Context: an optimization exercise on an open-source flow, tuned for small area and a short achievable clock period. The choices shown serve that exercise and are no tape-out recipe. The RTL was checked by simulation tests, not by an equivalence proof against the original design. Power figures rest on the tool's default switching activity, not on a simulated workload.

==> flow/design.v <==
package rob_pkg;
	typedef logic [3:0] tag_t;
	typedef logic [4:0] rob_ptr_t;
	typedef logic [2:0] areg_t;
	typedef logic [31:0] data_t;
	typedef logic [15:0] pc_t;
endpackage
`timescale 1ns/1ps
module rob_top (
	input logic clk,
	input logic reset,
	input logic [1:0] disp_valid,
	input logic [5:0] disp_dst,
	input logic [5:0] disp_src,
	input logic [31:0] disp_pc,
	output logic stall,
	output logic [7:0] alloc_tag,
	output logic [7:0] src_tag,
	output logic [1:0] src_pending,
	output logic [63:0] src_data,
	input logic [1:0] wb_valid,
	input logic [7:0] wb_tag,
	input logic [63:0] wb_data,
	output logic [1:0] out_valid,
	output logic [5:0] out_dst,
	output logic [63:0] out_data,
	output logic [31:0] out_pc
);
	localparam int AW = 19;  
	logic [3:0] head;
	logic [3:0] tail;
	logic [4:0] cnt;
	logic [15:0] done;
	logic [AW-1:0] a_mem0 [8];
	logic [AW-1:0] a_mem1 [8];
	logic [31:0] r_mem0 [8];
	logic [31:0] r_mem1 [8];
	logic [7:0] pend;
	logic [3:0] stag [8];
	logic [31:0] sval [8];
	logic [1:0] acc;
	logic [3:0] tag1;
	logic stall_q;
	assign stall = stall_q;
	assign acc = disp_valid & {2{~stall}};
	assign tag1 = tail + {3'b0, disp_valid[0]};
	assign alloc_tag = {tag1, tail};
	logic [1:0] a_we;
	logic [2:0] a_off [2];
	logic [AW-1:0] a_wd [2];
	logic [AW-1:0] a_s0, a_s1;
	assign a_s0 = {disp_dst[2:0], disp_pc[15:0]};
	assign a_s1 = {disp_dst[5:3], disp_pc[31:16]};
	always_comb begin
		for (int b = 0; b < 2; b++) begin
			if (tail[0] == b[0]) begin
				a_we[b] = acc[0] | acc[1];
				a_wd[b] = disp_valid[0] ? a_s0 : a_s1;
				a_off[b] = tail[3:1];
			end else begin
				a_we[b] = acc[0] & acc[1];
				a_wd[b] = a_s1;
				a_off[b] = tail[3:1] + {2'b0, tail[0]};
			end
		end
	end
	logic [31:0] w_wd [2];
	always_comb begin
		for (int b = 0; b < 2; b++) begin
			w_wd[b] = (wb_valid[0] && wb_tag[0] == b[0]) ? wb_data[31:0] : wb_data[63:32];
		end
	end
	logic r0, r1;
	logic [3:0] head1;
	assign r0 = done[head];
	assign r1 = r0 & done[head1];
	always_comb begin
		logic [7:0] d0, d1;
		logic fwd;
		for (int r = 0; r < 8; r++) begin
			d0[r] = disp_src[2:0] == r[2:0];
			d1[r] = disp_src[5:3] == r[2:0];
		end
		src_data = '0;
		src_tag = '0;
		src_pending = '0;
		for (int r = 0; r < 8; r++) begin
			src_data[31:0] = src_data[31:0] | ({32{d0[r]}} & sval[r]);
			src_data[63:32] = src_data[63:32] | ({32{d1[r]}} & sval[r]);
			src_tag[3:0] = src_tag[3:0] | ({4{d0[r]}} & stag[r]);
			src_tag[7:4] = src_tag[7:4] | ({4{d1[r]}} & stag[r]);
			src_pending[0] = src_pending[0] | (d0[r] & pend[r]);
			src_pending[1] = src_pending[1] | (d1[r] & pend[r]);
		end
		fwd = disp_valid[0] && disp_dst[2:0] == disp_src[5:3];
		if (fwd) begin
			src_tag[7:4] = tail;
			src_pending[1] = 1'b1;
		end
	end
	logic [7:0] oh0, oh1;
	logic osw;
	always_comb begin
		logic [AW-1:0] ra0, ra1;
		logic [31:0] rr0, rr1;
		ra0 = '0;
		ra1 = '0;
		rr0 = '0;
		rr1 = '0;
		for (int o = 0; o < 8; o++) begin
			ra0 = ra0 | ({AW{oh0[o]}} & a_mem0[o]);
			ra1 = ra1 | ({AW{oh1[o]}} & a_mem1[o]);
			rr0 = rr0 | ({32{oh0[o]}} & r_mem0[o]);
			rr1 = rr1 | ({32{oh1[o]}} & r_mem1[o]);
		end
		if (osw) begin
			{out_dst[2:0], out_pc[15:0]} = ra1;
			{out_dst[5:3], out_pc[31:16]} = ra0;
			out_data[31:0] = rr1;
			out_data[63:32] = rr0;
		end else begin
			{out_dst[2:0], out_pc[15:0]} = ra0;
			{out_dst[5:3], out_pc[31:16]} = ra1;
			out_data[31:0] = rr0;
			out_data[63:32] = rr1;
		end
	end
	always_ff @(posedge clk) begin
		logic [2:0] o0;
		o0 = head[3:1] + {2'b0, head[0]};
		for (int o = 0; o < 8; o++) begin
			oh0[o] <= o0 == o[2:0];
			oh1[o] <= head[3:1] == o[2:0];
		end
		osw <= head[0];
	end
	always_ff @(posedge clk) begin
		for (int o = 0; o < 8; o++) begin
			if (a_we[0] && a_off[0] == o[2:0]) a_mem0[o] <= a_wd[0];
			if (a_we[1] && a_off[1] == o[2:0]) a_mem1[o] <= a_wd[1];
			if ((wb_valid[0] && wb_tag[3:0] == {o[2:0], 1'b0}) || (wb_valid[1] && wb_tag[7:4] == {o[2:0], 1'b0})) r_mem0[o] <= w_wd[0];
			if ((wb_valid[0] && wb_tag[3:0] == {o[2:0], 1'b1}) || (wb_valid[1] && wb_tag[7:4] == {o[2:0], 1'b1})) r_mem1[o] <= w_wd[1];
		end
	end
	logic [4:0] cnt_nxt;
	logic stall_nxt;
	always_comb begin
		logic [4:0] cand [5];
		logic [2:0] d;
		for (int k = 0; k < 5; k++) begin
			cand[k] = cnt + 5'(k) - 5'd2;
		end
		d = 3'd2 + {2'b0, acc[0]} + {2'b0, acc[1]} - {2'b0, r0} - {2'b0, r1};
		cnt_nxt = cand[d];
		stall_nxt = cnt_nxt[4] | (&cnt_nxt[3:0]);
	end
	always_ff @(posedge clk) begin
		if (reset) begin
			head <= '0;
			head1 <= 4'd1;
			tail <= '0;
			cnt <= '0;
			stall_q <= 1'b0;
			done <= '0;
			out_valid <= '0;
		end else begin
			if (r1) begin
				head <= head + 4'd2;
				head1 <= head + 4'd3;
			end else if (r0) begin
				head <= head1;
				head1 <= head + 4'd2;
			end
			tail <= tail + {3'b0, acc[0]} + {3'b0, acc[1]};
			cnt <= cnt_nxt;
			stall_q <= stall_nxt;
			out_valid <= {r1, r0};
			for (int t = 0; t < 16; t++) begin
				if ((r0 && head == t[3:0]) || (r1 && head1 == t[3:0])) done[t] <= 1'b0;
				if ((wb_valid[0] && wb_tag[3:0] == t[3:0]) || (wb_valid[1] && wb_tag[7:4] == t[3:0])) done[t] <= 1'b1;
			end
		end
	end
	logic [7:0] m0, m1;
	logic [7:0] cap;
	always_comb begin
		for (int r = 0; r < 8; r++) begin
			m0[r] = !reset && wb_valid[0] && wb_tag[3:0] == stag[r];
			m1[r] = !reset && wb_valid[1] && wb_tag[7:4] == stag[r];
			cap[r] = reset || (pend[r] && (m0[r] || m1[r]));
		end
	end
	always_ff @(posedge clk) begin
		for (int r = 0; r < 8; r++) begin
			if (cap[r]) sval[r] <= ({32{m0[r]}} & wb_data[31:0]) | ({32{m1[r]}} & wb_data[63:32]);
		end
	end
	always_ff @(posedge clk) begin
		for (int r = 0; r < 8; r++) begin
			if (reset) begin
				pend[r] <= 1'b0;
			end else begin
				if (cap[r]) pend[r] <= 1'b0;
				if (acc[0] && disp_dst[2:0] == r[2:0]) begin
					pend[r] <= 1'b1;
					stag[r] <= tail;
				end
				if (acc[1] && disp_dst[5:3] == r[2:0]) begin
					pend[r] <= 1'b1;
					stag[r] <= tag1;
				end
			end
		end
	end
endmodule
==> flow/run.sh <==
#!/bin/bash
# synth_recipe.tcl (not shown) runs the flow's synth.tcl, then flattens the netlist and writes it again
# the make line also repeats each setting of config.mk as NAME=value (left out here)
make -C /OpenROAD-flow-scripts/flow DESIGN_CONFIG=/design/flow/config.mk WORK_HOME=/design/flow/orfs CLKGATE_MAP_FILE= SYNTH_SCRIPT=/design/flow/synth_recipe.tcl finish
==> flow/config.mk <==
export PLATFORM = sky130hd
export DESIGN_NAME = rob_top
export DESIGN_NICKNAME = rob_top
export VERILOG_FILES = /design/flow/design.v
export SDC_FILE = /design/flow/constraint.sdc
export NUM_CORES = 4
export LEC_CHECK = 0
export ABC_AREA = 1
export CAP_MARGIN = 20
export CORE_MARGIN = 2
export CORE_UTILIZATION = 55
export CTS_CLUSTER_DIAMETER = 80
export CTS_CLUSTER_SIZE = 25
export SETUP_SLACK_MARGIN = 2.75
export SLEW_MARGIN = 20
==> flow/constraint.sdc <==
create_clock -name core_clock -period 7.0 [get_ports {clk}]
set_input_delay 1.4000 -clock core_clock [delete_from_list [all_inputs] [get_ports {clk}]]
set_output_delay 1.4000 -clock core_clock [all_outputs]
set_load 0.01 [all_outputs]
==> out/results.txt, run 1 <==
Fin nets -> 5113
Die X -> 310 um
Vias -> 41000
Met2 Wirelength -> 83800 um
Vias in the first global route -> 37500
CTS sink cnt -> 1165
Die area -> 95900 um2
Cells after Synth -> 4559
CTS max path bufs -> 3
IO buf count -> 308
Synth-to-Final Area Change -> 19.1%
Max Used Layer -> met5
Critical Path End Type -> output pin
Dominant synthesized flop cell -> edfxtp_1
Post-CTS Hold Buffers -> 0
First-pass GRT wire length -> 265000 um
Clk pin slew, worst setup/hold paths -> 100 ps
Synth area leader -> edfxtp_1
CTS tree -> yes
Metal-1 WL -> 71800 um
Clock Tree Root -> clkbuf_16
Slew HR -> 18.6%
Worst-path maximum fanout -> 9
Total Routing Usage GR -> 38.7%
Endpoints failing setup -> 0
Critical path's slowest cell -> a221oi_2
Initial Util -> 55.3%
Synth area leaders -> edfxtp_1, nand2_1, o22ai_1
Startpoint Class -> input port
Warnings, synthesis -> 11
Fill cells -> 7213
I/O pin count -> 309
Max-slew violations -> 0
H-Tree Depth -> 2
Crit Path Class -> input port to output pin
Syn Nets -> 4707
Placer congestion estimate -> 0.971
Mapped Avg Cell Area -> 11.3 um2
Slew at the pin closest to its max-slew limit -> 1210 ps
Routed Wire Length -> 190000 um
Fin. Hold Viols -> 0
Worst hold path class -> register to register
Post-Syn Area -> 51400 um2
LEAKAGE -> 21.8 nW
Pin count of the biggest net entering global routing -> 96
DR vias/cell -> 6.57
Peak VDD IR -> 0.216 mV
Post-DP HPWL -> 113000 um
Worst EP arrival -> 2940 ps
Cts bufs inserted -> 56
Share of the synthesized area in the top cell type -> 64.5%
RSZ-0062 raised after global routing -> true
Die height -> 310 um
Placeable Area -> 92900 um2
Most numerous cell in the Yosys netlist -> nand2_1
FMAX -> 230 MHz
Synth cell types -> 53
EDFF count, synth -> 1104
Row Count -> 112
TritonRoute pass-1 iters -> 6
Slowest cell delay on critical path -> 240 ps
Iter 0 DRT Violations -> 6375
Worst endpoint required time -> 5600 ps
Share of layout cells above drive strength 1 -> 15.2%
Worst-path cell chain -> buf_8 -> nor2_4 -> nand2_4 -> buf_12 -> clkinvlp_4 -> buf_6 -> a221oi_2 -> nand4_1 -> buf_2
Antenna violations before repair -> 4
Clock period minus worst slack -> 4340 ps
Max-Cap Viols -> 0
Power Density -> 275 nW/um2
Gr ovfl total -> 0
Synthesized flop and latch total -> 1165
Critical path's top delay family -> buffers and inverters
Wire per inst -> 30.3 um
DRC Markers -> 0
Tcrit/Tclk final -> 62.0%
Clock Skews -> 19.4 ps
Crit path buf inv count -> 5
Async S/R FF share, synth -> 0%
Status -> finished clean
Worst-Skew Late Latency -> 690 ps
Sequential share of the synthesized area -> 66.9%
Setup_tns -> 0 ps
Met3 Routed Length -> 23600 um
Final core utilization -> 65.9%
Synth cell count leaders -> nand2_1, edfxtp_1, o22ai_1
Routed Antenna Nets -> 0
[power breakdown]
| group | internal [mW] | switching [mW] | leakage (nW) |
|---|---|---|---|
| clock | 1.56 | 2.22 | 0.802 |
| combinational | 1.56 | 2.90 | 10.2 |
| sequential | 8.32 | 0.241 | 10.8 |
[final timing paths]
check | from | end | slack, ps | cells past startpoint
hold / removal | pend[0] | pend[0] | 540 | 2
setup reg to reg | head[0] | stall_q | 3160 | 21
hold reg to reg | pend[0] | pend[0] | 540 | 2
setup / recovery | disp_src[0] | src_data[30] | 2660 | 9
[kinds of logic after synthesis]
logic type / count (synthesis) / synth area share (%)
adders and majority gates: 26 / 0.648
buffers and inverters: 595 / 4.78
muxes: 16 / 0.312
AOI/OAI and AO/OA: 1030 / 13.0
xor gates and xnor gates: 19 / 0.324
DFF: 1165 / 66.9
and+or+nand+nor: 1708 / 14.0
[sequential cells by signal, indices dropped and copies added (netlist names), 16 cells and up]
signal	flops
sval	256
r_mem0	256
r_mem1	256
done	16
stag	32
a_mem0	152
a_mem1	152
[worst reg2reg max path, delay by kind of cell (launching register included)]
family	cells	cell delay, ps
and+or+nand+nor	13	1640
adders and majority gates	3	750
DFF	1	740
buffers and inverters	5	620
[cell type report]
class	count	area (um2)	area share [%]
flip-flops and latches	1165	34400	56.3
multi-input cells	2802	16000	26.2
repair buffers	615	6100	9.96
well taps	1254	1570	2.56
clock buffers	73	1480	2.41
inverters	321	1360	2.23
clock inverters	15	181	0.296
repair inverters	4	40.0	0.0654
diodes	1	2.50	0.00409
[metrics by stage]
step	std cells	power (mW)	instance area (um2)	hold slack [ps]	setup WS, ps
2_1_floorplan	4559	10.7	51400	394	2550
3_3_place_gp	5980	12.8	56100	524	1100
3_5_place_dp	5981	12.8	56100	529	1050
4_1_cts	6191	16.7	60100	546	2620
5_1_grt	6250	17.4	61200	588	2640
6_report	6250	16.8	61200	541	2660
[layout by cell type, fill, tap and decap left out, types with 14 or more instances in the layout]
| cell | count |
|---|---|
| nand2_1 | 1191 |
| edfxtp_1 | 1104 |
| o22ai_1 | 332 |
| inv_1 | 253 |
| o21ai_0 | 223 |
| buf_4 | 217 |
| clkdlybuf4s50_1 | 165 |
| nand3_1 | 162 |
| nand4_1 | 129 |
| nor2_1 | 119 |
| a221oi_1 | 84 |
| a21oi_1 | 74 |
| clkbuf_16 | 59 |
| a22oi_1 | 58 |
| a221oi_2 | 52 |
| dlymetal6s2s_1 | 47 |
| dfxtp_1 | 41 |
| buf_6 | 40 |
| buf_2 | 38 |
| clkinv_1 | 36 |
| o21ai_1 | 35 |
| buf_12 | 33 |
| nor2_2 | 30 |
| a22o_1 | 28 |
| ha_1 | 23 |
| dlygate4sd2_1 | 22 |
| clkbuf_2 | 19 |
| inv_2 | 18 |
| a211oi_2 | 18 |
| a21oi_2 | 18 |
| dfxtp_4 | 17 |
| a211oi_1 | 16 |
| mux2i_1 | 16 |
| clkbuf_1 | 16 |
| o22ai_4 | 14 |
| o2111ai_1 | 14 |
| o21ai_2 | 14 |
[layer usage]
layer	up-vias	global-route usage, %
li1	17600	-
met1	19800	53.0
met2	3005	59.0
met3	647	8.77
met4	2	18.0
met5	-	0
[repair_timing]
action,in CTS,in global routing
endpoints found under the setup margin,200,191
endpoints found under the hold margin,0,0
gates resized for setup,530,207
cloned,11,5
setup buffers,111,52
pin swaps,87,75
==> run 2, diff against run 1 <==
==> flow/flow/run.sh (new file) <==
#!/bin/bash
# The standard layout, with plain buffers (instead of the default delay-cell
# buffer) as the port buffers.
set -euo pipefail
bash standard.sh "BUFFER_PORTS_ARGS=-buffer_cell sky130_fd_sc_hd__buf_2" finish > make.log 2>&1
==> flow/standard.sh (new file) <==
#!/bin/bash
# synth_recipe.tcl (not shown) runs the flow's synth.tcl, then flattens the netlist and writes it again
# the make line also repeats each setting of config.mk as NAME=value (left out here)
make -C /OpenROAD-flow-scripts/flow DESIGN_CONFIG=/design/flow/config.mk WORK_HOME=/design/flow/orfs CLKGATE_MAP_FILE= SYNTH_SCRIPT=/design/flow/synth_recipe.tcl "${@:-finish}"
removed: flow/run.sh
==> run 2 against run 1 <==
Net effect:
- via count fell by 2.0%
- wire length fell by 3.6%
- still clean on timing, DRC and antenna
- critical path depth did not move
- final cell count fell by 1.7%
- combinational power fell by 13%
- largest cell class unchanged
- sequential share of layout area rose by 2.9 points
- global-route usage fell by 1.7 points
==> out/results.txt, run 2 <==
Status -> finished clean
Total Routing Usage GR -> 36.9% (-1.7 points)
Antenna violations before repair -> 2 (-2)
Max-Cap Viols -> 0 (unchanged)
CTS max path bufs -> 3 (unchanged)
Synth cell types -> 53 (unchanged)
Slew at the pin closest to its max-slew limit -> 1190 ps (-21.1 ps)
Mapped Avg Cell Area -> 11.3 um2 (unchanged)
Cts bufs inserted -> 55 (-1.8%)
Warnings, synthesis -> 11 (unchanged)
Clock Skews -> 23.6 ps (+4.25 ps)
Worst endpoint required time -> 5600 ps (about the same)
Pin count of the biggest net entering global routing -> 97 (+1.0%)
Regs by FF count -> r_mem0: 256 flops, r_mem1: 256 flops, sval: 256 flops
Sequential share of the synthesized area -> 66.9% (unchanged)
FMAX -> 228 MHz (-0.86%)
H-Tree Depth -> 2 (unchanged)
Placeable Area -> 92900 um2 (unchanged)
CTS sink cnt -> 1165 (unchanged)
EDFF count, synth -> 1104 (unchanged)
Fin. Hold Viols -> 0 (unchanged)
Synth-to-Final Area Change -> 13.2%
Power Density -> 278 nW/um2 (+1.4%)
Tcrit/Tclk final -> 62.5% (+0.54 points)
Synth cell count leaders -> nand2_1, edfxtp_1, o22ai_1
Routed Wire Length -> 183000 um (-3.6%)
Synthesized flop and latch total -> 1165 (unchanged)
Vias -> 40200 (-2.0%)
Endpoints failing setup -> 0 (unchanged)
First-pass GRT wire length -> 254000 um (-3.9%)
Min setup slack post-route -> 2620 ps (-37.5 ps)
Row Count -> 112 (unchanged)
Worst-path maximum fanout -> 10 (+1)
Share of the synthesized area in the top cell type -> 64.5% (unchanged)
Most common cell after layout, fill and taps aside -> nand2_1
Most numerous cell in the Yosys netlist -> nand2_1
Iter 0 DRT Violations -> 5952 (-6.6%)
Post-Syn Area -> 51400 um2 (unchanged)
Setup_tns -> 0 ps (unchanged)
DR vias/cell -> 6.55 (-0.27%)
Startpoint Class -> input port
Fin nets -> 5002 (-2.2%)
Slew HR -> 20.6% (+2.0 points)
Critical Path End Type -> output pin
Gr ovfl total -> 0 (unchanged)
Share of layout cells above drive strength 1 -> 17.1% (+1.9 points)
Worst EP arrival -> 2980 ps (+40 ps)
Clk pin slew, worst setup/hold paths -> 100 ps (about the same)
Dominant synthesized flop cell -> edfxtp_1
Commonest non-fill, non-tap cells in the layout -> nand2_1, edfxtp_1, o22ai_1, buf_2, inv_1
Wire per inst -> 29.8 um (-1.9%)
Async S/R FF share, synth -> 0% (unchanged)
Placer congestion estimate -> 0.967 (-0.49%)
Routed Antenna Nets -> 0 (unchanged)
Initial Util -> 55.3% (unchanged)
Post-CTS Hold Buffers -> 0 (unchanged)
Die X -> 310 um (unchanged)
LEAKAGE -> 20.4 nW (-6.4%)
RSZ-0062 raised after global routing -> true
Crit Path Class -> input port to output pin
Synth area leader -> edfxtp_1
Syn Nets -> 4707 (unchanged)
Vias in the first global route -> 36300 (-3.2%)
Max-slew violations -> 0 (unchanged)
Peak VDD IR -> 0.210 mV (-2.6%)
Worst hold path class -> register to register
Clock Tree Root -> clkbuf_16
DRC Markers -> 0 (unchanged)
CTS tree -> yes
Synth area leaders -> edfxtp_1, nand2_1, o22ai_1
IO buf count -> 308 (unchanged)
Worst-Skew Late Latency -> 710 ps (+20 ps)
TritonRoute pass-1 iters -> 9 (+3)
Place WS -> 1910 ps (+859 ps)
Die height -> 310 um (unchanged)
Post-DP HPWL -> 110000 um (-2.3%)
Cells after Synth -> 4559 (unchanged)
Clock period minus worst slack -> 4380 ps (+37.5 ps)
Die area -> 95900 um2 (unchanged)
I/O pin count -> 309 (unchanged)
==> run 2: area by class of cell <==
class / count / area (um2)
clock buffers: 71 / 1460
inverters: 321 / 1360
diodes: 5 / 12.5
well taps: 1254 / 1570
multi-input cells: 2801 / 15600
flip-flops and latches: 1165 / 34400
repair inverters: 4 / 35.0
fillers: 7512 / 34800
repair buffers: 506 / 3550
clock inverters: 15 / 161
==> run 2: cell families after synthesis <==
family | count (synthesis) | share of synthesized area, %
adder cells (fa/ha/maj) | 26 | 0.648
AO/OA/AOI/OAI | 1030 | 13.0
XOR/XNOR | 19 | 0.324
flip-flops | 1165 | 66.9
AND/OR/NAND/NOR | 1708 | 14.0
buffers and inverters | 595 | 4.78
multiplexers | 16 | 0.312
==> run 2: path summary, 6_finish.rpt <==
| kind | startpoint | end | slack [ps] | cells past startpoint |
|---|---|---|---|---|
| setup / recovery | disp_src[5] | src_data[60] | 2620 | 9 |
| hold / removal | pend[1] | pend[1] | 560 | 2 |
| setup reg to reg | head[0] | stall_q | 3120 | 21 |
| hold reg to reg | pend[1] | pend[1] | 560 | 2 |
==> run 2: what timing repair did <==
item,in CTS,in global routing
setup buffers,33,39
gates cloned,8,4
gates resized for setup,177,94
setup endpoints to repair,163,101
pin swaps,20,44
==> run 2: per-layer routing <==
layer  wire length, um  GRT usage, %  part of all wire (%)
met5                 0             0                     0
met4              9220          15.3                   5.0
met3             21800          7.62                    12
met2             79900          56.2                    44
met1             72000          52.1                    39
==> run 2: where the power goes <==
group / internal [mW] / leakage [nW] / switching (mW)
logic: 1.09 / 8.87 / 2.80
registers: 8.32 / 10.8 / 0.266
clock network: 1.51 / 0.782 / 2.21
==> run 2: critical path: stages <==
cell and delay, ps:
buf_6 170, inv_6 110, nand3_4 190, inv_16 70, buf_6 180, buf_4 150
a221oi_1 310, o2111ai_1 200, buf_2 180
==> run 2: through the flow <==
step / area [um2] / total power [mW] / std cells / hold WS (ps) / utilization, %
2_1_floorplan: 51400 / 10.7 / 4559 / 394 / -
3_3_place_gp: 54500 / 12.3 / 5962 / 526 / 58.6
3_5_place_dp: 54500 / 12.4 / 5964 / 533 / 58.6
4_1_cts: 57200 / 16.0 / 6091 / 549 / 61.6
5_1_grt: 58100 / 16.8 / 6138 / 603 / 62.6
6_report: 58100 / 16.2 / 6142 / 558 / 62.6
==> run 3, diff against run 2 <==
--- a/flow/config.mk
+++ b/flow/config.mk
@@ -9,5 +9,5 @@
 export CAP_MARGIN = 20
 export CORE_MARGIN = 2
-export CORE_UTILIZATION = 55
+export CORE_UTILIZATION = 70
 export CTS_CLUSTER_DIAMETER = 80
 export CTS_CLUSTER_SIZE = 25
==> run 3 against run 2 <==
Net effect:
- still clean
- final cell count is 5.5% lower
- combinational power is 4% lower
- die area is 21% lower
- sequential power hardly changed
- hold slack worse by 15 ps
- critical path depth is 1 lower
- critical endpoint is now src_data[53]
==> out/results.txt, run 3 <==
Worst hold path class -> register to register
Commonest non-fill, non-tap cells in the layout -> nand2_1, edfxtp_1, o22ai_1, buf_2, inv_1
Setup_tns -> 0 ps (unchanged)
DR vias/cell -> 7.10 (+8.4%)
CTS sink cnt -> 1165 (unchanged)
RSZ-0062 raised after global routing -> true
Worst-path maximum fanout -> 7 (-3)
Synth-to-Final Area Change -> 10.7%
Routed Wire Length -> 173000 um (-5.6%)
Share of layout cells above drive strength 1 -> 15.3% (-1.8 points)
Synth cell count leaders -> nand2_1, edfxtp_1, o22ai_1
Combinational power share -> 23.4% (-0.6 points)
H-Tree Depth -> 2 (unchanged)
Tcrit/Tclk final -> 62.0% (-0.55 points)
Sw Ratio -> 32.2% (-0.43 points)
Pin count of the biggest net entering global routing -> 79 (-19%)
Regs by FF count -> r_mem0: 256 flops, r_mem1: 256 flops, sval: 256 flops
Synthesized flop and latch total -> 1165 (unchanged)
Row Count -> 99 (-12%)
R2R Path End -> a_mem0[6][0]
Dominant synthesized flop cell -> edfxtp_1
Worst EP arrival -> 2940 ps (-40 ps)
Post-CTS Hold Buffers -> 0 (unchanged)
Placed Cells -> 5657 (-5.1%)
Endpoints failing setup -> 0 (unchanged)
Die X -> 275 um (-11%)
Worst R2R Start -> tail[0]
Share of the synthesized area in the top cell type -> 64.5% (unchanged)
Reg power frac -> 53.9% (+0.9 points)
Synth area leaders -> edfxtp_1, nand2_1, o22ai_1
Clock period minus worst slack -> 4340 ps (-38.3 ps)
Max-slew violations -> 0 (unchanged)
Wire per inst -> 29.7 um (about the same)
Hold path endpoint -> pend[1]
Vias in the first global route -> 37900 (+4.4%)
Syn Nets -> 4707 (unchanged)
Synth area leader -> edfxtp_1
Initial Util -> 70.6% (+15 points)
I/O pin count -> 309 (unchanged)
CTS max path bufs -> 3 (unchanged)
Sequential share of the synthesized area -> 66.9% (unchanged)
Worst Min Path Start -> pend[1]
Antenna violations before repair -> 8 (+6)
Startpoint Class -> input port
First-pass GRT wire length -> 244000 um (-4.0%)
EDFF count, synth -> 1104 (unchanged)
Peak VDD IR -> 0.274 mV (+30%)
CTS tree -> yes
Post-DP HPWL -> 106000 um (-4.3%)
Die height -> 275 um (-11%)
Fin nets -> 4958 (-0.88%)
Clock Skews -> 19.9 ps (-3.75 ps)
FMAX -> 231 MHz (+0.88%)
Most numerous cell in the Yosys netlist -> nand2_1
DRC Markers -> 0 (unchanged)
Placer congestion estimate -> 0.993 (+2.8%)
Synth cell types -> 53 (unchanged)
Placeable Area -> 72800 um2 (-22%)
Total Power -> 16.0 mW (-1.1%)
Fill cells -> 4533 (-40%)
Max-Cap Viols -> 0 (unchanged)
Clock Tree Root -> clkbuf_16
Routed Antenna Nets -> 0 (unchanged)
Slew HR -> 19.3% (-1.2 points)
Worst-Skew Late Latency -> 680 ps (-30 ps)
Cells after Synth -> 4559 (unchanged)
R2R depth -> 8 (-62%)
Flop2flop setup slack -> 3050 ps (-70 ps)
Slew at the pin closest to its max-slew limit -> 1200 ps (+9.78 ps)
NetSw -> 5.15 mW (-2.4%)
Fin. Hold Viols -> 0 (unchanged)
Most common cell after layout, fill and taps aside -> nand2_1
Async S/R FF share, synth -> 0% (unchanged)
Status -> finished clean
Post-Syn Area -> 51400 um2 (unchanged)
LEAKAGE -> 20.1 nW (-1.6%)
TritonRoute pass-1 iters -> 7 (-2)
Worst endpoint required time -> 5600 ps (about the same)
Warnings, synthesis -> 11 (unchanged)
Hold path cells -> 2 (unchanged)
Critical Path End Type -> output pin
Mapped Avg Cell Area -> 11.3 um2 (unchanged)
Clock group share of total power -> 22.8% (-0.2 points)
Iter 0 DRT Violations -> 7678 (+29%)
Gr ovfl total -> 0 (unchanged)
Crit Path Class -> input port to output pin
Cell Int Power -> 10.9 mW (-0.50%)
Fin cells -> 5802 (-5.5%)
Die area -> 75600 um2 (-21%)
Vias -> 41200 (+2.4%)
Clk pin slew, worst setup/hold paths -> 100 ps (about the same)
Total Routing Usage GR -> 44.7% (+7.7 points)
IO buf count -> 308 (unchanged)
Power Density -> 281 nW/um2 (+1.1%)
Cts bufs inserted -> 54 (-1.8%)
## run 3: cell counts after synthesis
No cell type changed its count.
## run 3: per-stage QoR
step / util (%) / cell area (um2) / hold WS (ps) / setup slack [ps]
after detailed placement: 74.1 / 54000 / 528 / 1940
final: 78.1 / 56900 / 542 / 2660
after floorplan: - / 51400 / 394 / 2550
after global routing: 78.1 / 56900 / 560 / 2710
after CTS: 77.4 / 56400 / 543 / 2740
after global placement: 74.1 / 54000 / 515 / 1980
## run 3: logic make-up after synthesis
logic type	after synthesis	synth area share (%)
xor gates and xnor gates	19	0.324
adders and majority gates	26	0.648
buffers and inverters	595	4.78
and+or+nand+nor	1708	14.0
DFF	1165	66.9
muxes	16	0.312
AOI/OAI and AO/OA	1030	13.0
## run 3: worst max path at each step
stage / cells after the start / start / end
after CTS: 9 / disp_src[1] / src_data[22]
after global routing: 7 / disp_src[1] / src_data[22]
after global placement: 8 / disp_src[4] / src_tag[7]
after floorplan: 7 / disp_valid[0] / a_mem1[2][0]
final: 8 / disp_src[4] / src_data[53]
after detailed placement: 8 / disp_src[4] / src_tag[7]
## run 3: timing repair
action,in CTS,in global routing
gates resized for setup,100,64
setup endpoints to repair,139,82
buffers inserted,31,13
gates cloned,7,4
pin swaps,15,15
endpoints found under the hold margin,0,0
## run 3: per-layer routing
metal | up-vias | track usage [%] | wire (um)
met2 | 3953 | 66.3 | 74700
met5 | - | 0 | 91
li1 | 17200 | - | -
met4 | 4 | 23.0 | 10900
met1 | 19200 | 60.9 | 57900
met3 | 778 | 12.8 | 28900
## run 3: layout make-up
| type | count | area (um2) | share of cell area, % |
|---|---|---|---|
| clock buffer | 70 | 1410 | 2.48 |
| inverter | 321 | 1370 | 2.41 |
| timing repair buffer | 461 | 2970 | 5.22 |
| clock inverter | 10 | 154 | 0.271 |
| multi-input combinational | 2801 | 15300 | 26.9 |
| antenna | 9 | 22.5 | 0.0396 |
| timing repair inverter | 6 | 51.3 | 0.0902 |
| tap | 959 | 1200 | 2.11 |
| sequential | 1165 | 34400 | 60.5 |
## run 3: worst max-delay path, stage by stage
cell and delay [ps]:
buf_8 130, inv_8 50, nand3_4 170, clkinvlp_4 220
buf_12 200, a211oi_1 280, o2111ai_1 250, buf_2 210
## run 3: power groups by stage
stage / clock network (mW) / logic (mW) / registers, mW
detailed placement: 0 / 3.49 / 8.76
floorplan: 0 / 2.06 / 8.60
global route: 3.83 / 3.98 / 8.65
finish: 3.64 / 3.74 / 8.62
global placement: 0 / 3.41 / 8.74
CTS: 3.60 / 3.56 / 8.60
==> run 4, diff against run 3 <==
--- a/flow/config.mk
+++ b/flow/config.mk
@@ -6,5 +6,5 @@
 export NUM_CORES = 4
 export LEC_CHECK = 0
-export ABC_AREA = 1
+export ABC_AREA = 0
 export CAP_MARGIN = 20
 export CORE_MARGIN = 2
==> run 4 against run 3 <==
Net effect:
- still clean on timing, DRC and antenna
- sequential share of layout area grew 2.0 points
- sequential cell count stayed put
- clock power down 2%
- global-route usage decreased by 0.47 points
- first-iteration DRC count down 3.3%
- wire length decreased by 2.7%
- largest cell class unchanged
==> out/results.txt, run 4 <==
IO buf count -> 308 (unchanged)
Pin count of the biggest net entering global routing -> 89 (+13%)
Row Count -> 98 (-1.0%)
DR vias/cell -> 7.95 (+12%)
Sequential share of the synthesized area -> 68.0% (+1.1 points)
CTS max path bufs -> 3 (unchanged)
Worst-path cell chain -> clkinv_2 -> buf_6 -> nor2_1 -> a21oi_1 -> buf_2
First-pass GRT wire length -> 238000 um (-2.5%)
Synthesized flop and latch total -> 1165 (unchanged)
Total Routing Usage GR -> 44.2% (-0.47 points)
Worst-path maximum fanout -> 88 (+81)
Critical path's slowest cell -> buf_6
Iter 0 DRT Violations -> 7424 (-3.3%)
Slowest cell delay on critical path -> 540 ps (+260 ps)
Placer congestion estimate -> 0.996 (+0.24%)
Slew at the pin closest to its max-slew limit -> 1190 ps (-5.45 ps)
Cts bufs inserted -> 54 (unchanged)
Status -> finished clean
Most numerous cell in the Yosys netlist -> edfxtp_1
Vias -> 37400 (-9.2%)
Warnings, synthesis -> 11 (unchanged)
I/O pin count -> 309 (unchanged)
Cells after Synth -> 3621 (-21%)
Dominant synthesized flop cell -> edfxtp_1
Critical Path End Type -> output pin
Power Density -> 259 nW/um2 (-8.0%)
Synth cell count leaders -> edfxtp_1, a22oi_1, clkbuf_1
Commonest non-fill, non-tap cells in the layout -> edfxtp_1, a22oi_1, buf_2, a22o_1, nand2_1
Max-slew violations -> 0 (unchanged)
FMAX -> 233 MHz (+0.95%)
Fill cells -> 4209 (-7.1%)
Fin nets -> 3881 (-22%)
Initial Util -> 70.7% (+0.18 points)
Multi-input logic area -> 15300 um2 (+0.14%)
Synth-to-Final Area Change -> 8.91%
Share of the synthesized area in the top cell type -> 65.6% (+1.0 points)
Post-Syn Area -> 50600 um2 (-1.6%)
Clock period minus worst slack -> 4300 ps (-40.9 ps)
Slew HR -> 19.7% (+0.37 points)
Die X -> 273 um (-0.79%)
Vias in the first global route -> 35700 (-5.8%)
Fin Hold WS -> 481 ps (-61.6 ps)
Clk pin slew, worst setup/hold paths -> 100 ps (about the same)
TritonRoute pass-1 iters -> 10 (+3)
Crit Path Class -> register to output pin
Post-DP HPWL -> 101000 um (-4.5%)
Mapped Avg Cell Area -> 14.0 um2 (+24%)
Routed Wire Length -> 168000 um (-2.7%)
H-Tree Depth -> 2 (unchanged)
Die area -> 74400 um2 (-1.6%)
Max-Cap Viols -> 0 (unchanged)
Clock Skews -> 22.6 ps (+2.72 ps)
Routed Antenna Nets -> 0 (unchanged)
Worst EP arrival -> 2900 ps (-40 ps)
Wire per inst -> 35.7 um (+20%)
Antenna violations before repair -> 20 (+12)
CTS tree -> yes
Worst endpoint required time -> 5600 ps (about the same)
Peak VDD IR -> 0.248 mV (-9.7%)
Place WS -> 2030 ps (+94.2 ps)
Placeable Area -> 71500 um2 (-1.9%)
CTS sink cnt -> 1165 (unchanged)
Gr ovfl total -> 0 (unchanged)
Tcrit/Tclk final -> 61.4% (-0.58 points)
Synth cell types -> 70 (+32%)
Worst hold path class -> register to register
Synth area leader -> edfxtp_1
EDFF count, synth -> 1104 (unchanged)
Min setup slack post-route -> 2700 ps (+40.9 ps)
Sequential Area -> 34400 um2 (about the same)
LEAKAGE -> 17.9 nW (-11%)
Share of layout cells above drive strength 1 -> 17.8% (+2.5 points)
Syn Nets -> 3769 (-20%)
Regs by FF count -> r_mem0: 256 flops, r_mem1: 256 flops, sval: 256 flops
Most common cell after layout, fill and taps aside -> edfxtp_1
Setup_tns -> 0 ps (unchanged)
Clock Tree Root -> clkbuf_16
Worst-Skew Late Latency -> 680 ps (about the same)
Post-CTS Hold Buffers -> 0 (unchanged)
RSZ-0062 raised after global routing -> true
Fin. Hold Viols -> 0 (unchanged)
Die height -> 273 um (-0.79%)
DRC Markers -> 0 (unchanged)
Flop2flop setup slack -> 2890 ps (-160 ps)
Async S/R FF share, synth -> 0% (unchanged)
Startpoint Class -> register
Endpoints failing setup -> 0 (unchanged)
Synth area leaders -> edfxtp_1, a22oi_1, a22o_1
run 4: stage by stage:
stage | std cells | power (mW) | cell area, um2 | util, %
floorplan | 3621 | 9.74 | 50600 | -
detailed placement | 4612 | 10.7 | 53100 | 74.3
CTS | 4693 | 14.1 | 54900 | 76.8
finish | 4707 | 14.3 | 55100 | 77.0
global route | 4697 | 14.6 | 55100 | 77.0
global placement | 4612 | 10.6 | 53000 | 74.2
run 4: critical path, delay by kind of cell, from the launching register on:
kind / cells / cell delay (ps)
flip-flops: 1 / 490
AO/OA/AOI/OAI: 1 / 470
AND/OR/NAND/NOR: 1 / 140
buffers and inverters: 3 / 1040
run 4: logic make-up after synthesis:
kind of cell | synth area share (%)
AO/OA/AOI/OAI | 17.9
buffers and inverters | 2.86
adder cells (fa/ha/maj) | 0.658
flip-flops | 68.0
multiplexers | 2.22
XOR/XNOR | 1.66
AND/OR/NAND/NOR | 6.71
run 4: where the power goes:
| part | switching, mW | total [mW] | leakage, nW | internal [mW] |
|---|---|---|---|---|
| clock | 2.13 | 3.58 | 0.737 | 1.45 |
| sequential | 0.227 | 8.40 | 10.8 | 8.18 |
| combinational | 1.57 | 2.28 | 6.40 | 0.714 |
run 4: worst paths after layout:
| check | from | end | cells past startpoint |
|---|---|---|---|
| worst min-delay path | head[0] | osw | 0 |
| worst max-delay path | osw | out_data[62] | 5 |
| worst max register to register | head[1] | stall_q | 12 |
| worst min register to register | head[0] | osw | 0 |
run 4: metal layers:
metal	vias to the layer above	part of all wire, %	track usage, %
met5	-	0.12	0
met4	30	5.6	20.0
met3	747	17	15.6
met2	3803	44	65.3
met1	18000	33	59.6
li1	14800	-	-
run 4: what timing repair did:
item	4_1_cts	5_1_grt
pin swaps	4	3
cloned	2	1
setup endpoints to repair	114	57
setup buffers	10	2
resized for setup	37	34
run 4: layout make-up:
class | instances | share of cell area (%)
diodes | 11 | 0.0500
multi-input cells | 2085 | 27.8
repair buffers | 406 | 4.58
well taps | 950 | 2.16
flip-flops and latches | 1165 | 62.5
clock buffers | 59 | 2.53
clock inverters | 10 | 0.264
inverters | 21 | 0.145
==> run 5, diff against run 4 <==
--- a/flow/config.mk
+++ b/flow/config.mk
@@ -12,4 +12,4 @@
 export CTS_CLUSTER_DIAMETER = 80
 export CTS_CLUSTER_SIZE = 25
-export SETUP_SLACK_MARGIN = 2.75
+export SETUP_SLACK_MARGIN = 3.1
 export SLEW_MARGIN = 20
==> run 5 against run 4 <==
Net effect:
- first-iteration DRC count up 9.2%
- synthesized cell count stayed put
- sequential power about the same
- global-route usage up 2.7 points
- count of clock-buffer cells in the layout grew 4
- critical endpoint is now src_data[18]
==> out/results.txt, run 5 <==
Routed Wire Length -> 186000 um (+11%)
Worst EP arrival -> 2970 ps (+70 ps)
Worst-path cell chain -> buf_12 -> and3_4 -> clkbuf_16 -> a22oi_2 -> nand4_1 -> buf_2
LEAKAGE -> 19.1 nW (+6.5%)
Gr ovfl total -> 0 (unchanged)
CTS sink cnt -> 1165 (unchanged)
Row Count -> 98 (unchanged)
Status -> finished clean
Endpoints failing setup -> 0 (unchanged)
IO buf count -> 308 (unchanged)
Async S/R FF share, synth -> 0% (unchanged)
Die height -> 273 um (unchanged)
Clk pin slew, worst setup/hold paths -> 90 ps (about the same)
Initial Util -> 70.7% (unchanged)
Critical Path End Type -> output pin
Syn Nets -> 3769 (unchanged)
Fill cells -> 3636 (-14%)
Final core utilization -> 81.6% (+4.5 points)
Die area -> 74400 um2 (unchanged)
Antenna violations before repair -> 11 (-45%)
Fin Hold WS -> 554 ps (+73.1 ps)
Dominant synthesized flop cell -> edfxtp_1
DRC Markers -> 0 (unchanged)
Total Power -> 14.7 mW (+3.0%)
Iter 0 DRT Violations -> 8106 (+9.2%)
Clock Skews -> 42.2 ps (+19.6 ps)
Slew at the pin closest to its max-slew limit -> 1140 ps (-47.6 ps)
Wire per inst -> 38.4 um (+7.6%)
Post-Syn Area -> 50600 um2 (unchanged)
Regs by FF count -> r_mem0: 256 flops, r_mem1: 256 flops, sval: 256 flops
Final instance area -> 58300 um2 (+5.9%)
Post-DP HPWL -> 104000 um (+2.7%)
Die X -> 273 um (unchanged)
Synth area leaders -> edfxtp_1, a22oi_1, a22o_1
Tcrit/Tclk final -> 62.5% (+1.1 points)
Placer congestion estimate -> 0.992 (-0.40%)
First-pass GRT wire length -> 252000 um (+5.6%)
Vias in the first global route -> 37100 (+3.8%)
Power Density -> 252 nW/um2 (-2.7%)
FMAX -> 229 MHz (-1.7%)
Critical path's slowest cell -> nand4_1
Slowest cell delay on critical path -> 470 ps (-70 ps)
Most numerous cell in the Yosys netlist -> edfxtp_1
Area of placed instances -> 53200 um2 (+0.15%)
Synthesized flop and latch total -> 1165 (unchanged)
Peak VDD IR -> 0.261 mV (+5.2%)
DR vias/cell -> 8.23 (+3.6%)
Commonest non-fill, non-tap cells in the layout -> edfxtp_1, a22oi_1, buf_2, a22o_1, nand2_1
Worst-Skew Late Latency -> 700 ps (+20 ps)
Crit Path Class -> input port to output pin
EDFF count, synth -> 1104 (unchanged)
Vias -> 39800 (+6.4%)
Critical path's top delay family -> simple AND/OR/NAND/NOR gates
Sequential share of the synthesized area -> 68.0% (unchanged)
Worst endpoint required time -> 5600 ps (about the same)
Synth cell types -> 70 (unchanged)
Cts bufs inserted -> 55 (+1.9%)
Synth-to-Final Area Change -> 15.3%
I/O pin count -> 309 (unchanged)
Most common cell after layout, fill and taps aside -> edfxtp_1
CTS max path bufs -> 3 (unchanged)
H-Tree Depth -> 2 (unchanged)
Clock Tree Root -> clkbuf_16
Startpoint Class -> input port
Max-Cap Viols -> 0 (unchanged)
Fin nets -> 4005 (+3.2%)
Setup_tns -> 0 ps (unchanged)
RSZ-0062 raised after global routing -> true
Synth area leader -> edfxtp_1
Warnings, synthesis -> 11 (unchanged)
Synth cell count leaders -> edfxtp_1, a22oi_1, clkbuf_1
Clock period minus worst slack -> 4370 ps (+75.2 ps)
Max-slew violations -> 0 (unchanged)
Worst-path maximum fanout -> 8 (-91%)
Pin count of the biggest net entering global routing -> 85 (-4.5%)
Worst hold path class -> register to register
Fin. Hold Viols -> 0 (unchanged)
Share of layout cells above drive strength 1 -> 24.6% (+6.9 points)
Slew HR -> 23.7% (+4.0 points)
Share of the synthesized area in the top cell type -> 65.6% (unchanged)
TritonRoute pass-1 iters -> 22 (+12)
Placeable Area -> 71500 um2 (unchanged)
Crit path buf inv count -> 3 (unchanged)
Routed Antenna Nets -> 0 (unchanged)
Mapped Avg Cell Area -> 14.0 um2 (unchanged)
Total Routing Usage GR -> 46.9% (+2.7 points)
Cells after Synth -> 3621 (unchanged)
CTS tree -> yes
==> run 5: tightest hold or removal path: stages (launching register included) <==
cell      delay [ps]
dfxtp_1          340
a21oi_1          120
a311oi_1          60
==> run 5: repair_timing <==
item                       in CTS  in global routing
hold buffers                    0                  0
resized for setup             231                121
setup endpoints to repair     234                119
pin swaps                      79                 81
buffers inserted               53                 43
cloned                         22                 19
==> run 5: cell families after synthesis <==
kind of cell / count (synthesis) / synth area share (%)
xor+xnor: 96 / 1.66
mux: 94 / 2.22
fa+ha+maj: 26 / 0.658
buf+inv: 373 / 2.86
flops: 1165 / 68.0
simple gates: 662 / 6.71
compound gates: 1205 / 17.9
==> run 5: per-layer routing <==
metal  wire [um]  vias up  GRT usage [%]
met5          38        -              0
met4       14900        6           24.3
met3       32700     1171           17.2
met2       79300     4513           69.6
met1       58700    19100           61.4
li1            -    15100              -
==> run 5: final timing paths <==
check / from / to / slack [ps] / cells past startpoint
worst max-delay path: disp_src[2] / src_data[18] / 2630 / 6
worst min-delay path: done[7] / done[7] / 550 / 2
worst max register to register: head[0] / stall_q / 3200 / 13
worst min register to register: done[7] / done[7] / 550 / 2
==> run 5: where the power goes <==
group | switching [mW] | leakage (nW) | internal [mW]
sequential | 0.248 | 10.8 | 8.18
clock | 2.20 | 0.775 | 1.53
combinational | 1.71 | 7.52 | 0.842
total | 4.15 | 19.1 | 10.5
==> run 5: per-stage QoR <==
step	instances	setup WS, ps
after floorplan	3621	2870
after global placement	4609	2030
after detailed placement	4612	1970
after CTS	4761	2970
after global routing	4825	2700
final	4836	2630
==> run 5: area by class of cell <==
cell class	count	area (um2)	area share, %
sequential	1165	34400	59.0
multi-input combinational	2084	16100	27.7
timing repair buffer	530	4820	8.27
clock buffer	63	1430	2.45
tap	950	1190	2.04
clock inverter	11	184	0.315
inverter	21	86.3	0.148
antenna	12	30.0	0.0515
==> run 6, diff against run 5 <==
--- a/flow/config.mk
+++ b/flow/config.mk
@@ -9,7 +9,7 @@
 export CAP_MARGIN = 20
 export CORE_MARGIN = 2
-export CORE_UTILIZATION = 70
+export CORE_UTILIZATION = 55
 export CTS_CLUSTER_DIAMETER = 80
 export CTS_CLUSTER_SIZE = 25
-export SETUP_SLACK_MARGIN = 3.1
+export SETUP_SLACK_MARGIN = 2.6
 export SLEW_MARGIN = 20
==> run 6 against run 5 <==
Net effect:
- global-route usage shrank 11 points
- area after synthesis is the same
- utilization shrank 21 points
- clock power grew 4%
- wire length shrank 5.3%
- count of clock-buffer cells in the layout grew 2
- via count shrank 8.9%
- sequential power is essentially flat
- sequential share of layout area grew 3.1 points
- cell area shrank 4.9%
- die area grew 27%
- critical path type unchanged
- largest cell class unchanged
==> out/results.txt, run 6 <==
DRC Markers -> 0 (unchanged)
Multi-input logic area -> 15200 um2 (-5.5%)
Routed Wire Length -> 176000 um (-5.3%)
Iter 0 DRT Violations -> 5529 (-32%)
Post-DP HPWL -> 105000 um (+1.0%)
Vias -> 36300 (-8.9%)
Post-CTS Hold Buffers -> 0 (unchanged)
Flop2flop setup slack -> 2790 ps (-410 ps)
Warnings, synthesis -> 11 (unchanged)
TritonRoute pass-1 iters -> 6 (-73%)
Startpoint Class -> input port
Initial Util -> 55.3% (-15 points)
Crit path capture -> src_data[59]
Die height -> 307 um (+13%)
Synth area leader -> edfxtp_1
Clock group share of total power -> 26.6% (+1.3 points)
H-Tree Depth -> 2 (unchanged)
Mapped Avg Cell Area -> 14.0 um2 (unchanged)
First-pass GRT wire length -> 246000 um (-2.3%)
Slew at the pin closest to its max-slew limit -> 1160 ps (+20.3 ps)
Worst-path maximum fanout -> 9 (+1)
Setup_tns -> 0 ps (unchanged)
Antenna violations before repair -> 19 (+8)
Fin. Hold Viols -> 0 (unchanged)
Dominant synthesized flop cell -> edfxtp_1
Critical path origin -> disp_src[4]
Routed Antenna Nets -> 0 (unchanged)
Synthesized flop and latch total -> 1165 (unchanged)
Min setup slack post-route -> 2630 ps (-1.46 ps)
R2R depth -> 12 (-1)
Most common cell on crit path -> buf_2
Status -> finished clean
Die X -> 307 um (+13%)
Most numerous cell in the Yosys netlist -> edfxtp_1
Peak VDD IR -> 0.219 mV (-16%)
Worst-path cell chain -> buf_2 -> nand2_2 -> nor2_4 -> buf_12 -> buf_4 -> a22oi_1 -> nand4_1 -> buf_2
Placer congestion estimate -> 0.945 (-4.7%)
Synth area leaders -> edfxtp_1, a22oi_1, a22o_1
Worst hold path class -> register to register
I/O pin count -> 309 (unchanged)
Combinational power share -> 15.8% (-1.5 points)
Vias in the first global route -> 35000 (-5.5%)
Gr ovfl total -> 0 (unchanged)
Pin count of the biggest net entering global routing -> 73 (-14%)
Most common cell after layout, fill and taps aside -> edfxtp_1
Endpoints failing setup -> 0 (unchanged)
Worst Min Path Start -> head[0]
Wire per inst -> 35.4 um (-7.7%)
Sequential share of the synthesized area -> 68.0% (unchanged)
Syn Nets -> 3769 (unchanged)
Sw Ratio -> 27.8% (-0.44 points)
Crit path buf inv count -> 4 (+1)
R2R Path End -> stall_q
Reg power frac -> 57.7% (+0.4 points)
Synth cell count leaders -> edfxtp_1, a22oi_1, clkbuf_1
Share of the synthesized area in the top cell type -> 65.6% (unchanged)
Cts bufs inserted -> 57 (+3.6%)
Worst EP arrival -> 2970 ps (about the same)
Total Routing Usage GR -> 36.1% (-11 points)
Max-Cap Viols -> 0 (unchanged)
Crit Path Class -> input port to output pin
Sequential Area -> 34400 um2 (about the same)
EDFF count, synth -> 1104 (unchanged)
CTS sink cnt -> 1165 (unchanged)
Cell Int Power -> 10.5 mW (-0.25%)
Clock Skews -> 37.8 ps (-4.42 ps)
Worst-Skew Late Latency -> 700 ps (about the same)
Critical Path End Type -> output pin
Clock period minus worst slack -> 4370 ps (+1.46 ps)
Power Density -> 263 nW/um2 (+4.3%)
Critical path's top delay family -> buffers and inverters
Cells after Synth -> 3621 (unchanged)
Synth cell types -> 70 (unchanged)
Final core utilization -> 60.6% (-21 points)
IO buf count -> 308 (unchanged)
Tcrit/Tclk final -> 62.5% (about the same)
Slowest cell delay on critical path -> 270 ps (-200 ps)
Commonest non-fill, non-tap cells in the layout -> edfxtp_1, a22oi_1, buf_2, a22o_1, nand2_1
Die area -> 94400 um2 (+27%)
CTS max path bufs -> 3 (unchanged)
Worst R2R Start -> head[0]
Post-Syn Area -> 50600 um2 (unchanged)
Placeable Area -> 91400 um2 (+28%)
Slew HR -> 22.4% (-1.4 points)
Fill cells -> 7027 (+93%)
Row Count -> 111 (+13%)
Place WS -> 2200 ps (+228 ps)
Critical path's slowest cell -> a22oi_1
DR vias/cell -> 7.32 (-11%)
FMAX -> 229 MHz (about the same)
Max-slew violations -> 0 (unchanged)
Clk pin slew, worst setup/hold paths -> 90 ps (about the same)
Clock Tree Root -> clkbuf_16
Async S/R FF share, synth -> 0% (unchanged)
Share of layout cells above drive strength 1 -> 17.8% (-6.8 points)
Synth-to-Final Area Change -> 9.60%
LEAKAGE -> 18.0 nW (-5.8%)
Regs by FF count -> r_mem0: 256 flops, r_mem1: 256 flops, sval: 256 flops
NetSw -> 4.05 mW (-2.4%)
Fin nets -> 3878 (-3.2%)
Worst path depth -> 8 (+2)
RSZ-0062 raised after global routing -> true
Worst endpoint required time -> 5600 ps (about the same)
CTS tree -> yes
-- run 6: cell counts after synthesis --
No cell type changed its count.
-- run 6: worst min-delay path by stage --
stage / to / slack (ps) / cells past startpoint
after detailed placement: pend[1] / 530 / 1
after floorplan: osw / 380 / 0
after global routing: osw / 510 / 0
after CTS: done[5] / 550 / 2
after global placement: pend[1] / 520 / 1
final: osw / 490 / 0
-- run 6: worst reg2reg max path: cells and delay by family (launching register included) --
kind / cells / cell delay, ps
compound gates: 5 / 780
fa+ha+maj: 3 / 940
flops: 1 / 510
mux: 1 / 610
simple gates: 3 / 1280
-- run 6: metal layers --
| layer | track usage, % | vias up | wire length (um) |
|---|---|---|---|
| met4 | 13.8 | 18 | 6990 |
| met3 | 8.79 | 516 | 21100 |
| met1 | 49.7 | 18400 | 67500 |
| met5 | 0 | - | 112 |
| met2 | 56.0 | 2589 | 80100 |
| li1 | - | 14800 | - |
-- run 6: logic make-up (layout without fill, tap and decap cells) --
group	count (synthesis)	in the layout	share of synthesized area, %
compound gates	1205	1205	17.9
xor+xnor	96	96	1.66
fa+ha+maj	26	26	0.658
buf+inv	373	509	2.86
flops	1165	1165	68.0
mux	94	94	2.22
other cells	0	15	0
simple gates	662	663	6.71
-- run 6: power by group through the flow --
stage          Sequential, mW  Combinational, mW  Clock [mW]
3_3_place_gp             8.54               2.15           0
4_1_cts                  8.40               2.23        3.89
6_report                 8.40               2.30        3.87
2_1_floorplan            8.46               1.28           0
3_5_place_dp             8.56               2.21           0
5_1_grt                  8.43               2.42        4.12
-- run 6: final cells by class --
cell class,count,share of cell area [%]
Sequential cell,1165,62.1
Multi-Input combinational cell,2084,27.5
Timing Repair Buffer,401,4.33
Tap cell,1186,2.68
Clock buffer,65,2.67
Clock inverter,22,0.470
Inverter,21,0.144
Antenna cell,15,0.0677
-- run 6: timing repair --
item,4_1_cts,5_1_grt
cloned,1,0
pin swaps,4,2
hold endpoints to repair,0,0
setup endpoints to repair,112,38
buffers inserted,8,5
gates resized for setup,18,13
-- run 6: metrics by stage --
step	hold slack (ps)	cells	cell area [um2]	power [mW]
final	486	4959	55400	14.6
after global routing	507	4951	55400	15.0
after CTS	550	4938	55200	14.5
after floorplan	383	3621	50600	9.74
after global placement	522	4842	53300	10.7
after detailed placement	534	4842	53300	10.8
==> run 7, diff against run 6 <==
--- a/flow/config.mk
+++ b/flow/config.mk
@@ -7,4 +7,5 @@
 export LEC_CHECK = 0
 export ABC_AREA = 0
+export ABC_CLOCK_PERIOD_IN_PS = 2500
 export CAP_MARGIN = 20
 export CORE_MARGIN = 2
@@ -12,4 +13,4 @@
 export CTS_CLUSTER_DIAMETER = 80
 export CTS_CLUSTER_SIZE = 25
-export SETUP_SLACK_MARGIN = 2.6
+export SETUP_SLACK_MARGIN = 2.75
 export SLEW_MARGIN = 20
==> run 7 against run 6 <==
Net effect:
- area after synthesis is the same
- highest routed layer unchanged
- synthesized cell count is the same
- clock skew shrank 14 ps
- still clean on timing, DRC and antenna
- combinational power is essentially flat
- count of clock-buffer cells in the layout is the same
- final cell count grew 0.46%
- die area is the same
- critical path depth shrank 3
==> out/results.txt, run 7 <==
Startpoint Class -> register
Iter 0 DRT Violations -> 5692 (+2.9%)
Max-slew violations -> 0 (unchanged)
Post-Syn Area -> 50600 um2 (unchanged)
Sequential share of the synthesized area -> 68.0% (unchanged)
Dominant synthesized flop cell -> edfxtp_1
Tcrit/Tclk final -> 60.5% (-2.0 points)
Clk pin slew, worst setup/hold paths -> 100 ps (about the same)
Synth area leaders -> edfxtp_1, a22oi_1, a22o_1
Pin count of the biggest net entering global routing -> 87 (+19%)
Synth area leader -> edfxtp_1
Post-DP HPWL -> 106000 um (+1.5%)
Commonest non-fill, non-tap cells in the layout -> edfxtp_1, a22oi_1, buf_2, a22o_1, nand2_1
Wire per inst -> 35.8 um (+1.0%)
R2R depth -> 12 (unchanged)
Synth-to-Final Area Change -> 10.5%
Worst endpoint required time -> 5600 ps (about the same)
R2R Path End -> stall_q
RSZ-0062 raised after global routing -> true
Setup_tns -> 0 ps (unchanged)
Most common cell after layout, fill and taps aside -> edfxtp_1
Critical path origin -> oh0[6]
Status -> finished clean
Syn Nets -> 3769 (unchanged)
Initial Util -> 55.3% (unchanged)
DR vias/cell -> 7.31 (about the same)
Hold path endpoint -> osw
Placer congestion estimate -> 0.940 (-0.53%)
Antenna violations before repair -> 14 (-5)
Fin. Hold Viols -> 0 (unchanged)
CTS sink cnt -> 1165 (unchanged)
Die area -> 94400 um2 (unchanged)
Clock period minus worst slack -> 4230 ps (-139 ps)
Async S/R FF share, synth -> 0% (unchanged)
Vias -> 36400 (+0.36%)
Row Count -> 111 (unchanged)
Post-synthesis adder-cell area fraction -> 0.658% (unchanged)
DRC Markers -> 0 (unchanged)
Die X -> 307 um (unchanged)
Cells after Synth -> 3621 (unchanged)
First-pass GRT wire length -> 250000 um (+1.6%)
Fill cells -> 6935 (-1.3%)
Crit Path Class -> register to output pin
Most numerous cell in the Yosys netlist -> edfxtp_1
Slew HR -> 31.6% (+9.2 points)
IO buf count -> 308 (unchanged)
Routed Antenna Nets -> 0 (unchanged)
Final core utilization -> 61.1% (+0.50 points)
Max-Cap Viols -> 0 (unchanged)
Synthesized flop and latch total -> 1165 (unchanged)
Post-Synth XOR/XNOR Area -> 1.66% (unchanged)
Mux share of post-synthesis cell area -> 2.22% (unchanged)
Worst hold path class -> register to register
Power Density -> 263 nW/um2 (+0.20%)
Worst EP arrival -> 2830 ps (-140 ps)
Fin nets -> 3903 (+0.64%)
CTS max path bufs -> 3 (unchanged)
Endpoints failing setup -> 0 (unchanged)
Main combinational cell family by area after synthesis -> compound AO/OA/AOI/OAI gates
Worst-Skew Late Latency -> 690 ps (about the same)
Synth cell types -> 70 (unchanged)
Peak VDD IR -> 0.235 mV (+7.4%)
CTS tree -> yes
Worst Min Path Start -> head[0]
Compound-Gate Fraction of Synth Area -> 17.9% (unchanged)
Placeable Area -> 91400 um2 (unchanged)
Mapped Avg Cell Area -> 14.0 um2 (unchanged)
Flop2flop setup slack -> 2860 ps (+70 ps)
Total Routing Usage GR -> 36.6% (+0.53 points)
I/O pin count -> 309 (unchanged)
TritonRoute pass-1 iters -> 8 (+2)
Regs by FF count -> r_mem0: 256 flops, r_mem1: 256 flops, sval: 256 flops
Worst-path maximum fanout -> 51 (+42)
Hold path cells -> 0 (unchanged)
Warnings, synthesis -> 11 (unchanged)
Critical Path End Type -> output pin
Gr ovfl total -> 0 (unchanged)
Clock Skews -> 23.9 ps (-13.9 ps)
Routed Wire Length -> 178000 um (+1.5%)
LEAKAGE -> 18.2 nW (+1.2%)
Share of layout cells above drive strength 1 -> 18.4% (+0.63 points)
Clock Tree Root -> clkbuf_16
Cts bufs inserted -> 58 (+1.8%)
EDFF count, synth -> 1104 (unchanged)
Synth cell count leaders -> edfxtp_1, a22oi_1, clkbuf_1
Share of the synthesized area in the top cell type -> 65.6% (unchanged)
FMAX -> 236 MHz (+3.3%)
Slew at the pin closest to its max-slew limit -> 1020 ps (-141 ps)
Simple logic cell fraction of the synthesized area -> 6.71% (unchanged)
Die height -> 307 um (unchanged)
Vias in the first global route -> 35300 (+0.82%)
H-Tree Depth -> 2 (unchanged)
Worst R2R Start -> head[0]
-- run 7: cell counts after synthesis --
No cell type changed its count.
-- run 7: worst max path at each step --
stage	end	slack, ps	cells after the start
after CTS	src_data[23]	2760	6
after detailed placement	src_data[23]	2130	6
final	out_data[12]	2770	5
after floorplan	r_mem0[5][0]	1800	4
after global routing	stall_q	2680	12
after global placement	src_data[23]	2200	6
-- run 7: cell type report --
type	instances	area, um2	area share (%)
diodes	15	37.5	0.0672
well taps	1186	1480	2.66
repair buffers	425	2730	4.89
clock inverters	21	333	0.596
inverters	21	80.1	0.143
clock buffers	65	1520	2.72
multi-input cells	2084	15300	27.3
flip-flops and latches	1165	34400	61.6
-- run 7: worst max-delay path, cell delays in order (launching register included) --
cell and delay (ps):
dfxtp_4 570, a22oi_1 300, nand4_1 590, nor2_1 310
a21oi_1 80, buf_2 190
-- run 7: cells by family (layout without fill, tap and decap cells) --
logic type,count (synthesis),after routing
xor gates and xnor gates,96,96
adders and majority gates,26,26
and+or+nand+nor,662,663
DFF,1165,1165
AOI/OAI and AO/OA,1205,1205
buffers and inverters,373,532
muxes,94,94
other,0,15
-- run 7: what timing repair did --
action                     4_1_cts  5_1_grt
setup endpoints to repair       81       35
cloned                           1        1
resized for setup               30       19
hold buffers                     0        0
setup buffers                   21        9
pin swaps                        6        4
-- run 7: per-stage QoR --
stage	hold WS (ps)	setup WS (ps)	power, mW	cells	area, um2
after floorplan	383	1800	9.74	3621	50600
after global placement	517	2200	10.7	4848	53400
after detailed placement	540	2130	10.8	4848	53400
after CTS	491	2760	14.7	4956	55600
after global routing	476	2680	15.1	4969	55800
final	461	2770	14.7	4982	55900
-- run 7: routing by layer --
layer	vias to the layer above	wire length [um]	global-route usage, %
met5	-	46	0.207
met4	6	7090	13.6
met3	464	20600	7.54
met2	2636	82100	57.4
met1	18400	68600	50.9
li1	14900	-	-
-- run 7: power breakdown --
group	internal, mW	switching (mW)	leakage (nW)
Sequential	8.17	0.231	10.8
Combinational	0.725	1.58	6.50
Clock	1.78	2.23	0.898
==> run 8, diff against run 7 <==
==> flow/flow/run.sh (replaced) <==
#!/bin/bash
# The standard layout, with plain buffers (instead of the default delay-cell
# buffer) as the port buffers.
set -euo pipefail
bash standard.sh "BUFFER_PORTS_ARGS=-buffer_cell sky130_fd_sc_hd__buf_1" finish > make.log 2>&1
--- a/flow/config.mk
+++ b/flow/config.mk
@@ -7,10 +7,9 @@
 export LEC_CHECK = 0
 export ABC_AREA = 0
-export ABC_CLOCK_PERIOD_IN_PS = 2500
 export CAP_MARGIN = 20
 export CORE_MARGIN = 2
-export CORE_UTILIZATION = 55
+export CORE_UTILIZATION = 60
 export CTS_CLUSTER_DIAMETER = 80
 export CTS_CLUSTER_SIZE = 25
-export SETUP_SLACK_MARGIN = 2.75
+export SETUP_SLACK_MARGIN = 3.0
 export SLEW_MARGIN = 20
==> run 8 against run 7 <==
Net effect:
- utilization increased by 8.3 points
- sequential cell count unchanged
- highest routed layer unchanged
- clock skew increased by 9.2 ps
- count of clock-buffer cells in the layout increased by 3
- critical path type is now input port to output pin
- setup slack improved by 32 ps
- via count increased by 4.5%
- still clean
- sequential power about the same
==> out/results.txt, run 8 <==
Worst R2R Start -> head[0]
Cell Int Power -> 10.5 mW (-1.8%)
Clock group share of total power -> 25.3% (-2.0 points)
Most common cell after layout, fill and taps aside -> edfxtp_1
Clock Skews -> 33.1 ps (+9.23 ps)
Iter 0 DRT Violations -> 6512 (+14%)
Startpoint Class -> input port
Fill cells -> 5660 (-18%)
Critical Path End Type -> output pin
Multi-input logic area -> 15800 um2 (+3.8%)
Post-Syn Area -> 50600 um2 (unchanged)
Critical path origin -> disp_src[5]
Clk pin slew, worst setup/hold paths -> 100 ps (about the same)
Synth-to-Final Area Change -> 14.8%
Synthesized flop and latch total -> 1165 (unchanged)
Fin nets -> 4015 (+2.9%)
Die X -> 294 um (-4.2%)
Status -> finished clean
First-pass GRT wire length -> 256000 um (+2.4%)
Most numerous cell in the Yosys netlist -> edfxtp_1
Initial Util -> 60.5% (+5.2 points)
Worst endpoint required time -> 5600 ps (about the same)
Clock Tree Root -> clkbuf_16
Die area -> 86600 um2 (-8.2%)
Power Density -> 251 nW/um2 (-4.7%)
Synth area leader -> edfxtp_1
TritonRoute pass-1 iters -> 10 (+2)
Wire per inst -> 38.2 um (+6.7%)
Placer congestion estimate -> 0.949 (+1.0%)
Max-Cap Viols -> 0 (unchanged)
H-Tree Depth -> 2 (unchanged)
Cts bufs inserted -> 55 (-5.2%)
Max-slew violations -> 0 (unchanged)
Share of the synthesized area in the top cell type -> 65.6% (unchanged)
Combinational power share -> 17.0% (+1.3 points)
EDFF count, synth -> 1104 (unchanged)
Sequential Area -> 34400 um2 (about the same)
Post-DP HPWL -> 103000 um (-2.7%)
FMAX -> 238 MHz (+0.76%)
Worst Min Path Start -> done[7]
Die height -> 294 um (-4.2%)
Cells after Synth -> 3621 (unchanged)
I/O pin count -> 309 (unchanged)
Gr ovfl total -> 0 (unchanged)
Async S/R FF share, synth -> 0% (unchanged)
NetSw -> 4.09 mW (+1.2%)
Total Routing Usage GR -> 41.5% (+4.9 points)
Share of layout cells above drive strength 1 -> 17.4% (-1.0 points)
Synth cell types -> 70 (unchanged)
LEAKAGE -> 18.5 nW (+1.8%)
Mapped Avg Cell Area -> 14.0 um2 (unchanged)
Syn Nets -> 3769 (unchanged)
Synth cell count leaders -> edfxtp_1, a22oi_1, clkbuf_1
DR vias/cell -> 7.65 (+4.6%)
CTS tree -> yes
Hold path endpoint -> done[7]
Slew HR -> 20.3% (-11 points)
Worst-Skew Late Latency -> 680 ps (about the same)
Worst EP arrival -> 2800 ps (-30 ps)
Antenna violations before repair -> 15 (+1)
Vias in the first global route -> 35800 (+1.3%)
Row Count -> 106 (-4.5%)
Placeable Area -> 83600 um2 (-8.6%)
CTS sink cnt -> 1165 (unchanged)
Routed Wire Length -> 190000 um (+6.5%)
Post-CTS Hold Buffers -> 0 (unchanged)
Vias -> 38000 (+4.5%)
Sequential share of the synthesized area -> 68.0% (unchanged)
Routed Antenna Nets -> 0 (unchanged)
Peak VDD IR -> 0.213 mV (-9.2%)
Warnings, synthesis -> 11 (unchanged)
## run 8: timing repair
action / 4_1_cts / 5_1_grt
cloned: 24 / 19
setup buffers: 69 / 37
pin swaps: 47 / 66
resized for setup: 196 / 173
endpoints found under the setup margin: 179 / 202
## run 8: cell type report
type,instances,area share [%]
diodes,3,0.0129
clock buffers,68,2.47
clock inverters,15,0.295
inverters,21,0.147
multi-input cells,2085,27.3
flip-flops and latches,1165,59.3
well taps,1080,2.33
repair buffers,539,8.19
## run 8: layer usage
layer	GRT usage [%]	routed length (um)	share of wire, %
met1	58.2	67600	36
met4	16.7	9130	4.8
met2	61.4	82900	44
met3	12.1	30200	16
met5	0	208	0.11
## run 8: critical path, cell delays in order
cell,delay (ps)
buf_16,110
and3b_4,240
buf_12,140
buf_16,140
a22oi_2,160
nand4_1,330
buf_2,270
## run 8: power by group through the flow
stage | clock network (mW) | logic (mW) | registers, mW
after floorplan | 0 | 1.29 | 8.46
after global placement | 0 | 2.10 | 8.54
after detailed placement | 0 | 2.16 | 8.56
after CTS | 3.67 | 2.30 | 8.39
after global routing | 3.91 | 2.58 | 8.43
final | 3.69 | 2.48 | 8.41
## run 8: how the worst max path moves through the flow
stage / to
after floorplan: done[2]
after global placement: src_data[6]
after detailed placement: src_data[6]
final: src_data[61]
after CTS: src_tag[4]
after global routing: src_data[61]
## run 8: logic make-up (layout without fill, tap and decap cells)
family,count (synthesis),after routing,synth area share [%]
AOI/OAI and AO/OA,1205,1205,17.9
xor gates and xnor gates,96,96,1.66
DFF,1165,1165,68.0
and+or+nand+nor,662,664,6.71
buffers and inverters,373,643,2.86
other,0,3,0
muxes,94,94,2.22
adders and majority gates,26,26,0.658
## run 8: stage by stage
| stage | power [mW] | setup slack [ps] | area [um2] |
|---|---|---|---|
| floorplan | 9.75 | 1850 | 50700 |
| global placement | 10.6 | 1950 | 52900 |
| detailed placement | 10.7 | 1920 | 52900 |
| CTS | 14.4 | 2900 | 56700 |
| global route | 14.9 | 2810 | 58100 |
| finish | 14.6 | 2800 | 58100 |

[separate check: timing with driven ports]
How much do the figures lean on ideal ports? The routed layouts below were timed once more, with nothing changed but the port constraints. Step 1, drivers: a clkbuf_16 drives clk and a buf_2 each remaining input, both assumed. Step 2 times the ports against the registers' clock, not the clock port: input delays grow and output delays shrink by t, the midpoint of the rising clock arrivals with the driver on. Three values: no drivers, after step 1, after step 2; two values: the first two.
run | t (ns) | setup WS [ns]
run 1 | 0.754 | 2.661 / 2.587 / 2.116
run 2 | 0.761 | 2.623 / 2.531 / 2.297
run 3 | 0.744 | 2.662 / 2.563 / 2.203
run 4 | 0.739 | 2.703 / 2.631 / 2.218
run 5 | 0.750 | 2.627 / 2.526 / 2.471
run 6 | 0.752 | 2.626 / 2.603 / 2.462
run 7 | 0.754 | 2.765 / 2.691 / 2.410
run 8 | 0.730 | 2.797 / 2.649 / 2.539
After both steps every run listed still meets setup and hold.
